What follows belongs to an exercise in optimizing a design on an open flow for small area; a production flow would make more cautious choices. The RTL was checked by simulation tests, not by an equivalence proof against the original design. Power and IR drop assume default switching activity. No driver is modelled on the clock port, so clocking that relies on it looks cheaper here than on a real chip.

==> build 5 <==
==> flow/design.v <==
`timescale 1ns/1ps
package flash_ctrl_pkg;
    typedef enum logic [1:0]
    {
        OP_ERASE = 2'd0,
        OP_WRITE = 2'd1,
        OP_READ  = 2'd2
    } user_op_t;
    typedef enum logic [1:0]
    {
        SPI_INS   = 2'd0,      
        SPI_READ  = 2'd1,
        SPI_WRITE = 2'd2
    } spi_op_t;
    typedef enum logic [3:0]
    {
        ST_IDLE,
        ST_LATCH,
        ST_WREN,
        ST_PP_CMD,
        ST_PP_DATA,
        ST_SE_CMD,
        ST_RD_CMD,
        ST_RD_DATA,
        ST_SR_CMD,
        ST_SR_CHECK,
        ST_BUSY_WAIT
    } seq_state_t;
    localparam int ADDR_W = 24;           
    localparam int DATA_W = 8;
    localparam int NUM_W  = 9;            
    localparam int OP_W   = 32;           
    localparam int LEN_W  = 16;
    localparam logic [DATA_W-1:0] CMD_WREN = 8'h06;
    localparam logic [DATA_W-1:0] CMD_PP   = 8'h02;
    localparam logic [DATA_W-1:0] CMD_SE   = 8'h20;
    localparam logic [DATA_W-1:0] CMD_READ = 8'h03;
    localparam logic [DATA_W-1:0] CMD_RDSR = 8'h05;
    localparam int CMD_BITS     = 8;
    localparam int CMDADDR_BITS = 32;
    localparam int STATUS_CLKS  = 16;     
    localparam int SR_WIP_BIT = 0;        
    localparam int BUSY_WAIT_CYCLES = 256;
    localparam int FIFO_DEPTH       = 256;
endpackage
`timescale 1ns/1ps
`timescale 1ns/1ps
`timescale 1ns/1ps
`timescale 1ns/1ps
import flash_ctrl_pkg::*;
module flash_ctrl
(
    input  logic              i_clk,
    input  logic              i_rst,
    input  logic [1:0]        i_op_type,
    input  logic [ADDR_W-1:0] i_op_addr,
    input  logic [NUM_W-1:0]  i_op_num,
    input  logic              i_op_valid,
    output logic              o_op_ready,
    input  logic [DATA_W-1:0] i_wr_data,
    input  logic              i_wr_sop,
    input  logic              i_wr_eop,
    input  logic              i_wr_valid,
    output logic [DATA_W-1:0] o_rd_data,
    output logic              o_rd_sop,
    output logic              o_rd_eop,
    output logic              o_rd_valid,
    output logic [OP_W-1:0]   o_spi_op_data,
    output logic [1:0]        o_spi_op_type,
    output logic [LEN_W-1:0]  o_spi_op_len,
    output logic [LEN_W-1:0]  o_spi_clk_len,
    output logic              o_spi_op_valid,
    input  logic              i_spi_op_ready,
    output logic [DATA_W-1:0] o_spi_write_data,
    input  logic              i_spi_write_req,
    input  logic [DATA_W-1:0] i_spi_read_data,
    input  logic              i_spi_read_valid
);
    localparam logic [2:0] S_IDLE   = 3'd0;
    localparam logic [2:0] S_WREN   = 3'd1;    
    localparam logic [2:0] S_WREN_W = 3'd2;    
    localparam logic [2:0] S_CMD    = 3'd3;    
    localparam logic [2:0] S_DATA   = 3'd4;    
    localparam logic [2:0] S_POLL   = 3'd5;    
    localparam logic [2:0] S_POLL_W = 3'd6;    
    localparam logic [2:0] S_BUSY   = 3'd7;    
    logic [2:0]        r_state;
    logic [1:0]        r_type;
    logic [ADDR_W-1:0] r_addr;
    logic [NUM_W-1:0]  r_num;         
    logic              r_sr_busy;
    logic              r_rd_pend;     
    logic              r_rd_valid;
    logic              r_rd_sop;
    logic              r_rd_eop;
    logic [8*FIFO_DEPTH-1:0] r_ring;
    logic [7:0]        r_head;        
    logic [7:0]        w_tap;
    logic              w_accept;
    logic              w_is_read;
    logic              w_is_write;
    logic              w_is_erase;
    logic              w_aligned;
    logic              w_wr_align;
    logic              w_push;
    logic              w_rot;
    logic              w_pop;
    logic              w_rd_pop;
    logic              w_shift;
    logic              w_sr_busy;
    logic              w_cmd;
    logic              w_poll;
    logic [8:0]        w_data_clks;
    assign w_is_read  = (r_type == OP_READ);
    assign w_is_write = (r_type == OP_WRITE);
    assign w_is_erase = (r_type == OP_ERASE);
    assign o_op_ready = (r_state == S_IDLE);
    assign w_accept   = i_op_valid && o_op_ready;
    assign w_aligned  = (r_head[4:0] == 5'd31);
    assign w_wr_align = w_is_write && ((r_state == S_WREN) || (r_state == S_WREN_W) || (r_state == S_CMD));
    assign w_push     = i_wr_valid || ((r_state == S_DATA) && w_is_read && i_spi_read_valid);
    assign w_rot      = (w_wr_align || r_rd_pend) && !w_aligned;
    assign w_rd_pop   = r_rd_pend && w_aligned;
    assign w_pop      = w_rd_pop || ((r_state == S_DATA) && i_spi_write_req);
    assign w_shift    = w_push || w_rot || w_pop;
    always_ff @(posedge i_clk)
    begin
        if (w_shift)
            r_ring <= {r_ring[8*FIFO_DEPTH-9:0],
                       w_push ? (i_wr_valid ? i_wr_data : i_spi_read_data)
                              : r_ring[8*FIFO_DEPTH-1 -: 8]};
    end
    always_ff @(posedge i_clk)
    begin
        if (w_accept)
            r_head <= i_op_num[7:0];
        else if (w_rot)
            r_head <= r_head + 1'b1;
    end
    always_comb
    begin
        w_tap = '0;
        for (int k = 0; k < 8; k++)
            if (r_head[7:5] == 3'(k))
                w_tap = r_ring[8*(32*k+31) +: 8];
    end
    assign o_spi_write_data = w_tap;
    assign o_rd_data        = w_tap;
    always_ff @(posedge i_clk or posedge i_rst)
    begin
        if (i_rst)
        begin
            r_rd_pend  <= 1'b0;
            r_rd_valid <= 1'b0;
            r_rd_sop   <= 1'b0;
            r_rd_eop   <= 1'b0;
        end
        else
        begin
            if ((r_state == S_DATA) && w_is_read && i_spi_op_ready)
                r_rd_pend <= 1'b1;
            else if (w_rd_pop && (r_num == NUM_W'(1)))
                r_rd_pend <= 1'b0;
            r_rd_valid <= w_rd_pop;
            r_rd_sop   <= w_rd_pop && !r_rd_valid;
            r_rd_eop   <= w_rd_pop && (r_num == NUM_W'(1));
        end
    end
    assign o_rd_valid = r_rd_valid;
    assign o_rd_sop   = r_rd_sop;
    assign o_rd_eop   = r_rd_eop;
    always_ff @(posedge i_clk)
    begin
        if (w_accept)
        begin
            r_type <= i_op_type;
            r_addr <= i_op_addr;
        end
        else if (w_poll)
            r_addr[7:0] <= 8'h00;
        else if (r_state == S_BUSY)
            r_addr[7:0] <= r_addr[7:0] + 1'b1;
    end
    always_ff @(posedge i_clk)
    begin
        if (w_accept)
            r_num <= i_op_num;
        else if (w_rd_pop)
            r_num <= r_num - 1'b1;
    end
    assign w_sr_busy = r_sr_busy || (i_spi_read_valid && i_spi_read_data[SR_WIP_BIT]);
    always_ff @(posedge i_clk or posedge i_rst)
    begin
        if (i_rst)
        begin
            r_state   <= S_IDLE;
            r_sr_busy <= 1'b0;
        end
        else
        begin
            case (r_state)
                S_IDLE:
                    if (w_accept)
                        r_state <= (i_op_type == OP_READ) ? S_CMD : S_WREN;
                S_WREN:
                    if (i_spi_op_ready)
                        r_state <= S_WREN_W;
                S_WREN_W:
                    if (i_spi_op_ready)
                        r_state <= S_CMD;
                S_CMD:
                    if (o_spi_op_valid && i_spi_op_ready)
                        r_state <= S_DATA;
                S_DATA:
                    if (i_spi_op_ready)
                        r_state <= S_POLL;
                S_POLL:
                    if (i_spi_op_ready)
                        r_state <= S_POLL_W;
                S_POLL_W:
                    if (i_spi_op_ready)
                        r_state <= w_sr_busy ? S_BUSY : S_IDLE;
                default:
                    if (r_addr[7:0] == 8'hff)
                        r_state <= S_POLL;
            endcase
            if (r_state == S_POLL)
                r_sr_busy <= 1'b0;
            else if ((r_state == S_POLL_W) && i_spi_read_valid)
                r_sr_busy <= i_spi_read_data[SR_WIP_BIT];
        end
    end
    assign w_cmd  = (r_state == S_CMD);
    assign w_poll = (r_state == S_POLL);
    assign o_spi_op_valid = (r_state == S_WREN) || w_poll || (w_cmd && (!w_is_write || w_aligned));
    assign w_data_clks = r_num + 9'd4;
    always_comb
    begin
        o_spi_op_data = {CMD_WREN, ADDR_W'(0)};
        o_spi_op_type = SPI_INS;
        o_spi_op_len  = LEN_W'(CMD_BITS);
        o_spi_clk_len = LEN_W'(CMD_BITS);
        if (w_poll)
        begin
            o_spi_op_data = {CMD_RDSR, ADDR_W'(0)};
            o_spi_op_type = SPI_READ;
            o_spi_clk_len = LEN_W'(STATUS_CLKS);
        end
        else if (w_cmd)
        begin
            o_spi_op_len = LEN_W'(CMDADDR_BITS);
            if (w_is_erase)
            begin
                o_spi_op_data = {CMD_SE, r_addr};
                o_spi_clk_len = LEN_W'(CMDADDR_BITS);
            end
            else if (w_is_write)
            begin
                o_spi_op_data = {CMD_PP, r_addr};
                o_spi_op_type = SPI_WRITE;
                o_spi_clk_len = LEN_W'({w_data_clks, 3'b000});
            end
            else
            begin
                o_spi_op_data = {CMD_READ, r_addr};
                o_spi_op_type = SPI_READ;
                o_spi_clk_len = LEN_W'({w_data_clks, 3'b000});
            end
        end
    end
endmodule
==> flow/flow/run.sh <==
#!/bin/bash
# Standard layout with two changes to what the flow inserts (the design and constraints are
# untouched): port buffers use the smallest buffer, and clock tree synthesis adds no dummy
# loads.
set -e
export BUFFER_PORTS_ARGS="-buffer_cell sky130_fd_sc_hd__buf_1"
export CTS_ARGS="-sink_clustering_enable -repair_clock_nets -sink_clustering_size 32 -sink_clustering_max_diameter 70 -buf_list sky130_fd_sc_hd__clkbuf_16 -dont_use_dummy_load "
bash standard.sh > standard.log 2>&1
==> flow/standard.sh <==
#!/bin/bash
# synth_recipe.tcl (not shown) runs the flow's synth.tcl, then flattens the netlist and writes it again
# the make line also repeats each setting of config.mk as NAME=value (left out here)
make -C /OpenROAD-flow-scripts/flow DESIGN_CONFIG=/design/flow/config.mk WORK_HOME=/design/flow/orfs CLKGATE_MAP_FILE= SYNTH_SCRIPT=/design/flow/synth_recipe.tcl "${@:-finish}"
==> flow/config.mk <==
export PLATFORM = sky130hd
export DESIGN_NAME = flash_ctrl
export DESIGN_NICKNAME = flash_ctrl
export VERILOG_FILES = /design/flow/design.v
export SDC_FILE = /design/flow/constraint.sdc
export NUM_CORES = 4
export LEC_CHECK = 0
export CAP_MARGIN = 20
export CORE_MARGIN = 2
export CORE_UTILIZATION = 80
export CTS_BUF_LIST = sky130_fd_sc_hd__clkbuf_16
export CTS_CLUSTER_DIAMETER = 70
export CTS_CLUSTER_SIZE = 32
export SLEW_MARGIN = 20
==> flow/constraint.sdc <==
create_clock -name core_clock -period 10.0 [get_ports {i_clk}]
set_input_delay 2.0000 -clock core_clock [delete_from_list [all_inputs] [get_ports {i_clk}]]
set_output_delay 2.0000 -clock core_clock [all_outputs]
set_load 0.01 [all_outputs]
==> trial 50 (differences from build 5) <==
--- a/flow/design.v
+++ b/flow/design.v
@@ -103,2 +103,3 @@
     logic              w_aligned;
+    logic              w_ins32;
     logic              w_wr_align;
@@ -118,3 +119,4 @@
     assign w_accept   = i_op_valid && o_op_ready;
-    assign w_aligned  = (r_head[4:0] == 5'd31);
+    assign w_aligned  = (r_head[5:0] == 6'd63);
+    assign w_ins32    = !i_wr_valid && w_is_read && !r_num[5];
     assign w_wr_align = w_is_write && ((r_state == S_WREN) || (r_state == S_WREN_W) || (r_state == S_CMD));
@@ -128,5 +130,9 @@
         if (w_shift)
-            r_ring <= {r_ring[8*FIFO_DEPTH-9:0],
-                       w_push ? (i_wr_valid ? i_wr_data : i_spi_read_data)
-                              : r_ring[8*FIFO_DEPTH-1 -: 8]};
+        begin
+            r_ring <= {r_ring[8*FIFO_DEPTH-9:0], r_ring[8*FIFO_DEPTH-1 -: 8]};
+            if (w_push && !w_ins32)
+                r_ring[7:0] <= i_wr_valid ? i_wr_data : i_spi_read_data;
+            if (w_push && w_ins32)
+                r_ring[8*32 +: 8] <= i_spi_read_data;
+        end
     end
@@ -135,3 +141,3 @@
         if (w_accept)
-            r_head <= i_op_num[7:0];
+            r_head <= {i_op_num[7:6], i_op_num[5] || (i_op_type == OP_READ), i_op_num[4:0]};
         else if (w_rot)
@@ -142,5 +148,5 @@
         w_tap = '0;
-        for (int k = 0; k < 8; k++)
-            if (r_head[7:5] == 3'(k))
-                w_tap = r_ring[8*(32*k+31) +: 8];
+        for (int k = 0; k < 4; k++)
+            if (r_head[7:6] == 2'(k))
+                w_tap = r_ring[8*(64*k+63) +: 8];
     end
==> flow/flow/run.sh (replaced) <==
#!/bin/bash
# Standard layout with two changes to what the flow inserts (the design and constraints are
# untouched): port buffers use the smallest buffer, and clock tree synthesis adds no dummy
# loads.
set -e
export BUFFER_PORTS_ARGS="-buffer_cell sky130_fd_sc_hd__buf_1"
export CTS_ARGS="-sink_clustering_enable -repair_clock_nets -sink_clustering_size 37 -sink_clustering_max_diameter 85 -buf_list sky130_fd_sc_hd__clkbuf_16 -dont_use_dummy_load "
bash standard.sh > standard.log 2>&1
- CAP_MARGIN: 20 -> 0
- CORE_UTILIZATION: 80 -> 70
- CTS_CLUSTER_DIAMETER: 70 -> 85
- CTS_CLUSTER_SIZE: 32 -> 37
- SLEW_MARGIN: 20 -> 0
==> trial 91 (differences from build 5) <==
--- a/flow/design.v
+++ b/flow/design.v
@@ -91,2 +91,3 @@
     logic              r_sr_busy;
+    logic [7:0]        r_wait_cnt;
     logic              r_rd_pend;     
@@ -118,3 +119,3 @@
     assign w_accept   = i_op_valid && o_op_ready;
-    assign w_aligned  = (r_head[4:0] == 5'd31);
+    assign w_aligned  = (r_head[4:0] == 5'd30);
     assign w_wr_align = w_is_write && ((r_state == S_WREN) || (r_state == S_WREN_W) || (r_state == S_CMD));
@@ -134,5 +135,7 @@
     begin
-        if (w_accept)
-            r_head <= i_op_num[7:0];
-        else if (w_rot)
+        if (w_accept && (i_op_type == OP_READ))
+            r_head <= 8'hff;                     
+        else if (i_wr_valid && i_wr_sop)
+            r_head <= 8'h00;
+        else if (w_push || w_rot)
             r_head <= r_head + 1'b1;
@@ -178,6 +181,2 @@
         end
-        else if (w_poll)
-            r_addr[7:0] <= 8'h00;
-        else if (r_state == S_BUSY)
-            r_addr[7:0] <= r_addr[7:0] + 1'b1;
     end
@@ -223,3 +222,3 @@
                 default:
-                    if (r_addr[7:0] == 8'hff)
+                    if (r_wait_cnt == 8'hff)
                         r_state <= S_POLL;
@@ -231,2 +230,6 @@
         end
+    end
+    always_ff @(posedge i_clk)
+    begin
+        r_wait_cnt <= (r_state == S_BUSY) ? r_wait_cnt + 1'b1 : 8'h00;
     end
==> flow/run.sh (new file) <==
#!/bin/bash
# synth_recipe.tcl (not shown) runs the flow's synth.tcl, then flattens the netlist and writes it again
# the make line also repeats each setting of config.mk as NAME=value (left out here)
make -C /OpenROAD-flow-scripts/flow DESIGN_CONFIG=/design/flow/config.mk WORK_HOME=/design/flow/orfs CLKGATE_MAP_FILE= SYNTH_SCRIPT=/design/flow/synth_recipe.tcl finish
- CORE_UTILIZATION: 80 -> 40
- CTS_BUF_LIST: sky130_fd_sc_hd__clkbuf_16 -> not set
- CTS_CLUSTER_DIAMETER: 70 -> not set
- CTS_CLUSTER_SIZE: 32 -> not set
removed: flow/flow/run.sh
removed: flow/standard.sh
==> notes <==
Against trial 50, the clock skew of trial 91 is lower by 29 ps. Of trial 91 and trial 50, trial 91 has the higher area after synthesis (gap 0.81%, measured against trial 50). Of trial 91 and trial 50, trial 50 has the higher global-route usage (gap 5.2 points). Sequential share of layout area: trial 50 is higher than trial 91 (8.0 points). Against trial 50, the final area of trial 91 is higher by 9.7%. Between trial 50 and trial 91, the lower wire length is in trial 50 (gap 15%, measured against trial 91). Against trial 91, the clock power of trial 50 is smaller by about 50%. In critical path depth, trial 91 and trial 50 do not differ. Trial 50 produced a clean layout. Trial 91 completed without violations. Build 5 failed in detailed placement (3_5_place_dp) with DPL-0033. Between trial 91 and trial 50, the lower non-clock buffer count is in trial 50 (gap 10).
==> figures <==
| metric | trial 50 | build 5 | trial 91 |
|---|---|---|---|
| Antenna violations before repair | 2 | - | 16 |
| Std cell rows | 111 | 104 | 148 |
| Net switching component of the power | 4000 uW | - | 4040 uW |
| Antenna viol nets, final | 0 | - | 0 |
| Cell Count, Final, Fillers Out | 3821 | - | 5130 |
| Startpoint of the most critical register-to-register path | r_head[3] | - | r_state[2] |
| Non-Clock Buffer Area Fraction | 0.978% | - | 2.02% |
| Cell count of the worst reg-to-reg path | 5 | - | 6 |
| Unrepaired setup endpoints after global routing | no | - | no |
| Detailed Route Iter0 Violations | 2291 | - | 2565 |
| Worst hold path startpoint | r_ring[1675] | - | r_ring[471] |
| Status | complete, no violations | stopped before the end | complete, no violations |
| Last stage reached | - | detailed placement (3_5_place_dp) | - |
| Fraction of standard cell area that is sequential | 91.7% | - | 83.8% |
| Clock transition at the registers of the reported paths | 120 ps | - | 60 ps |
| Number of instances in the placed design | 3754 | - | 4789 |
| Worst R2R Setup Slack | 6270 ps | - | 5700 ps |
| Worst min-delay path class | reg2reg | - | reg2reg |
| Via count of the routed design | 21500 | - | 23200 |
| Final area over synthesized area | 1.056x | - | 1.149x |

-- afterwards: timing with drivers on the ports --
The flow's constraints put no driver on any port. The routed layouts listed below were extracted and timed again, unchanged, in two steps.
Step 1 sets driving cells, clkbuf_16 on the clock port and buf_2 on the other inputs (assumed; they add their load-dependent delay and slew).
Step 2 moves the port delays by t, midway between the first and last clock arrival at a register: inputs arrive t later, outputs are due t later. That takes back most of the time a late clock gives input paths.
a / b / c = no drivers / after step 1 / after step 2; a / b = the first two.
run | t, ns | slack for setup (ns) | worst setup path at the end | worst register clock-pin slew, ns
trial 50 | 0.710 | 4.728 / 4.656 / 5.045 | input to register | 0.12 / 0.12
trial 91 | 0.833 | 4.122 / 4.054 / 4.244 | input to register | 0.07 / 0.07
After both steps setup and hold are still met in every run listed.
